This design comes from an exercise in tuning for small area, a short achievable clock period and few clock cycles per item on the open sky130 flow, not from production work.
Function was checked by simulation only, so behaviour that the tests miss may differ from the original.
Power figures rest on the tool's default switching activity, not on a simulated workload.

## build 85
Design float_to_pcm24_output_conditioner_top, start of the top module:
module float_to_pcm24_output_conditioner_top (
   input  logic                clock,
   input  logic                reset,
   input  logic                req_valid,
   output logic                req_stall,
   input  logic [31:0]         req_left_sample_bits,
   input  logic [31:0]         req_right_sample_bits,
   output logic                rsp_valid,
   input  logic                rsp_stall,
   output logic signed [23:0]  rsp_left_word,
   output logic signed [23:0]  rsp_right_word,
   output logic [15:0]         rsp_peak_x1000,
   output logic [15:0]         rsp_nan_total,
   input  logic                csr_wr_en,
   input  logic [16:0]         csr_wr_data
);
For scale: ~6000 cells after synthesis, roughly 170 I/O pins.
==> flow/config.mk <==
export PLATFORM = sky130hd
export DESIGN_NAME = float_to_pcm24_output_conditioner_top
export DESIGN_NICKNAME = float_to_pcm24_output_conditioner_top
export VERILOG_FILES = /design/flow/design.v
export SDC_FILE = /design/flow/constraint.sdc
export NUM_CORES = 4
export LEC_CHECK = 0
export ABC_AREA = 1
export CAP_MARGIN = 20
export CORE_MARGIN = 2
export CORE_UTILIZATION = 60
export CTS_BUF_LIST = sky130_fd_sc_hd__clkbuf_4 sky130_fd_sc_hd__clkbuf_8
export SETUP_SLACK_MARGIN = 5
export SLEW_MARGIN = 20
export SYNTH_HIERARCHICAL = 1
export SYNTH_MINIMUM_KEEP_SIZE = 0
==> flow/constraint.sdc <==
create_clock -name core_clock -period 10.0 [get_ports {clock}]
set_input_delay 2.0000 -clock core_clock [delete_from_list [all_inputs] [get_ports {clock}]]
set_output_delay 2.0000 -clock core_clock [all_outputs]
set_load 0.01 [all_outputs]
standard.sh (not shown) runs the stock make flow with config.mk's settings and CLKGATE_MAP_FILE= SYNTH_SCRIPT=/design/flow/synth_recipe.tcl, a recipe that flattens the netlist after the stock synthesis.
==> flow/flow/run.sh <==
#!/bin/bash
# The standard layout (the standard.sh, all steps), with the port buffers
# that global placement inserts made of the smallest plain buffer instead of
# the flow's default choice; repair may still resize them. Each tool's output
# goes to standard.log here; ORFS's own per-step logs stay under orfs/logs.
set -euo pipefail
export BUFFER_PORTS_ARGS="-buffer_cell sky130_fd_sc_hd__buf_1"
bash standard.sh > standard.log 2>&1
Testbench counts of build 85, summed over its fixed seeds: cycles 4,824, items 4,800.
diff inputs: build 85 => build 55
Settings: CELL_PAD_IN_SITES_GLOBAL_PLACEMENT: unset -> 2; CELL_PAD_IN_SITES_DETAIL_PLACEMENT: unset -> 1; CORE_UTILIZATION: 60 -> 40.
==> flow/run.sh (new file) <==
#!/bin/bash
# synth_recipe.tcl (not shown) runs the flow's synth.tcl, then flattens the netlist and writes it again
# the make line also repeats each setting of config.mk as NAME=value (left out here)
make -C /OpenROAD-flow-scripts/flow DESIGN_CONFIG=/design/flow/config.mk WORK_HOME=/design/flow/orfs CLKGATE_MAP_FILE= SYNTH_SCRIPT=/design/flow/synth_recipe.tcl finish
removed: flow/flow/run.sh
removed: flow/standard.sh
Results
Between build 85 and build 55, the flow reports total design power increasing by a little under 10%. Summary of build 55 over build 85: worst-case setup slack after placement dropped 150 ps; maximum net fanout on the critical path dropped 6; wire length climbed about 18%; number of placed instances, taps included climbed 458; critical path depth dropped 16. The worst setup path startpoint comes out rsp_stall in one run and in_r_f_ff[18] in the other, namely in build 55 and build 85 respectively. The sum of net half-perimeters after detailed placement in build 55 is 1.2 times that in build 85. [compare] base=build 85 new=build 55: met1 routed wirelength after detailed routing picked up an extra 18 mm; register-to-register path setup slack has remained practically unchanged. In the reports for build 55 and build 85, the smaller final instance count without filler cells belongs to build 85.
> inputs changed (build 55 -> build 96)
==> flow/flow/run.sh (new file) <==
#!/bin/bash
# The standard layout (the standard.sh, all steps), with the port buffers
# that global placement inserts made of the smallest plain buffer instead of
# the flow's default choice; repair may still resize them. Each tool's output
# goes to standard.log here; ORFS's own per-step logs stay under orfs/logs.
set -euo pipefail
export BUFFER_PORTS_ARGS="-buffer_cell sky130_fd_sc_hd__buf_1"
bash standard.sh > standard.log 2>&1
==> flow/standard.sh (new file) <==
#!/bin/bash
# synth_recipe.tcl (not shown) runs the flow's synth.tcl, then flattens the netlist and writes it again
# the make line also repeats each setting of config.mk as NAME=value (left out here)
make -C /OpenROAD-flow-scripts/flow DESIGN_CONFIG=/design/flow/config.mk WORK_HOME=/design/flow/orfs CLKGATE_MAP_FILE= SYNTH_SCRIPT=/design/flow/synth_recipe.tcl "${@:-finish}"
removed: flow/run.sh
Findings:
Looking at first element of the critical path, the in_r_f_ff[5] result is from build 96; the rsp_stall one comes from build 55. Power drawn by the sequential cells essentially unchanged between build 55 and build 96. Relative to build 55, share of the cycle needed by the critical path after routing decreased by 0.43 points in build 96. Looking at utilization across build 55 and build 96, the one that comes out lower is build 96.
[inputs] build 98 vs build 96
Settings: clearing SETUP_SLACK_MARGIN, which used to be 5.
==> flow/flow/run.sh <==
#!/bin/bash
# The standard layout (the standard.sh, all steps), with two changes to
# how it is made: the port buffers that global placement inserts are made of
# the smallest plain buffer (repair may still resize them), and timing repair
# aims for 5.4 ns of setup slack at the design's 10 ns clock. Each tool's
# output goes to standard.log here; ORFS's per-step logs stay under orfs/logs.
set -euo pipefail
export BUFFER_PORTS_ARGS="-buffer_cell sky130_fd_sc_hd__buf_1"
export SETUP_SLACK_MARGIN=5.4
bash standard.sh > standard.log 2>&1
==> results.txt <==
- Via count ends up lower on build 96.
- Build 98 vs build 96: shortest period the worst path allows down in build 98
- The run with more routed wire is build 98, not build 96.
- When build 98 is measured against build 96, its final worst-path setup slack turns out 34 ps higher.
- Of build 98 and build 96, the run reporting the lower logic depth of the worst setup path including buffers was build 98.
- First-iteration DRC count in build 98 is about 4.5% higher than in build 96
#### Input delta (build 52 over build 98)
Settings: CORE_UTILIZATION: 40 -> 55; SETUP_SLACK_MARGIN: unset -> 5.
==> flow/flow/run.sh <==
#!/bin/bash
# The standard layout (the standard.sh, all steps), with the port buffers
# that global placement inserts made of the smallest plain buffer instead of
# the flow's default choice; repair may still resize them. Each tool's output
# goes to standard.log here; ORFS's own per-step logs stay under orfs/logs.
set -euo pipefail
export BUFFER_PORTS_ARGS="-buffer_cell sky130_fd_sc_hd__buf_1"
bash standard.sh > standard.log 2>&1
### Flow results
- Tool error GPL-0301 stopped build 52 during global placement without I/O; no final results.
- Number of nets produced by synthesis came out exactly the same in build 98 and build 52.
- Build 98 -> build 52: average cell area after synthesis delta 0, exact match
- [compare] base=build 98 new=build 52: effective utilization at floorplan rose by 15 points; vertical die dimension decreased 48 microns.
- Comparing build 52 against build 98, there is no change at all in gate count of the mapped netlist.
- From build 98 to build 52 the numbers moved as follows: floorplan die width saw a decrease, number of standard-cell rows in the floorplan dropped about 14%, area of the mapped netlist shows no meaningful change.
Modified inputs, build 62 compared to build 52
Settings: changing CORE_UTILIZATION from 55 to 40; changing SETUP_SLACK_MARGIN from 5 to 4.6.
Notes after the runs:
Having completed the whole flow, build 62 delivered a layout that passed the timing, DRC and antenna checks. Net count after synthesis delta (build 52 -> build 62): insignificant. Comparing build 52 against build 62, there is no change at all in average size of a mapped cell. Delta (build 62 minus build 52): effective utilization at floorplan shrank by 15 points; die outline height picked up an extra 17%; number of placement rows went up. Build 62 -> build 52: synthesized cell count flat. Floorplan die width is lower on build 52. Any difference in post-synthesis cell area between build 52 and build 62 is small enough to ignore.

re-timing with driven ports:
The flow's constraints put no driver on any port. The routed layouts listed below were extracted and timed again, unchanged, in two steps.
Step 1: set_driving_cell puts a clkbuf_16 on clock and a buf_2 on each other input, an assumption about the parent block.
Step 2 times the ports against the registers' clock, not the clock port: input delays grow and output delays shrink by t, the midpoint of the rising clock arrivals with the driver on.
Slacks: ideal ports / drivers / drivers and shift; pairs: ideal ports / drivers.
run	t, ns	slack for setup (ns)	hold slack, ns
build 85	0.776	5.060 / 5.060 / 5.060	0.391 / 0.391 / 0.391
build 55	0.754	5.025 / 5.004 / 5.004	0.419 / 0.419 / 0.419
build 96	0.778	5.068 / 5.068 / 5.068	0.381 / 0.381 / 0.381
build 98	0.788	5.103 / 5.103 / 5.103	0.419 / 0.419 / 0.419
build 62	0.811	4.708 / 4.708 / 4.708	0.409 / 0.409 / 0.409
After both steps setup and hold are still met in every run listed. For build 55, which loses most, drivers alone change the setup slack by -0.021 ns; drivers and shift together by -0.021 ns.
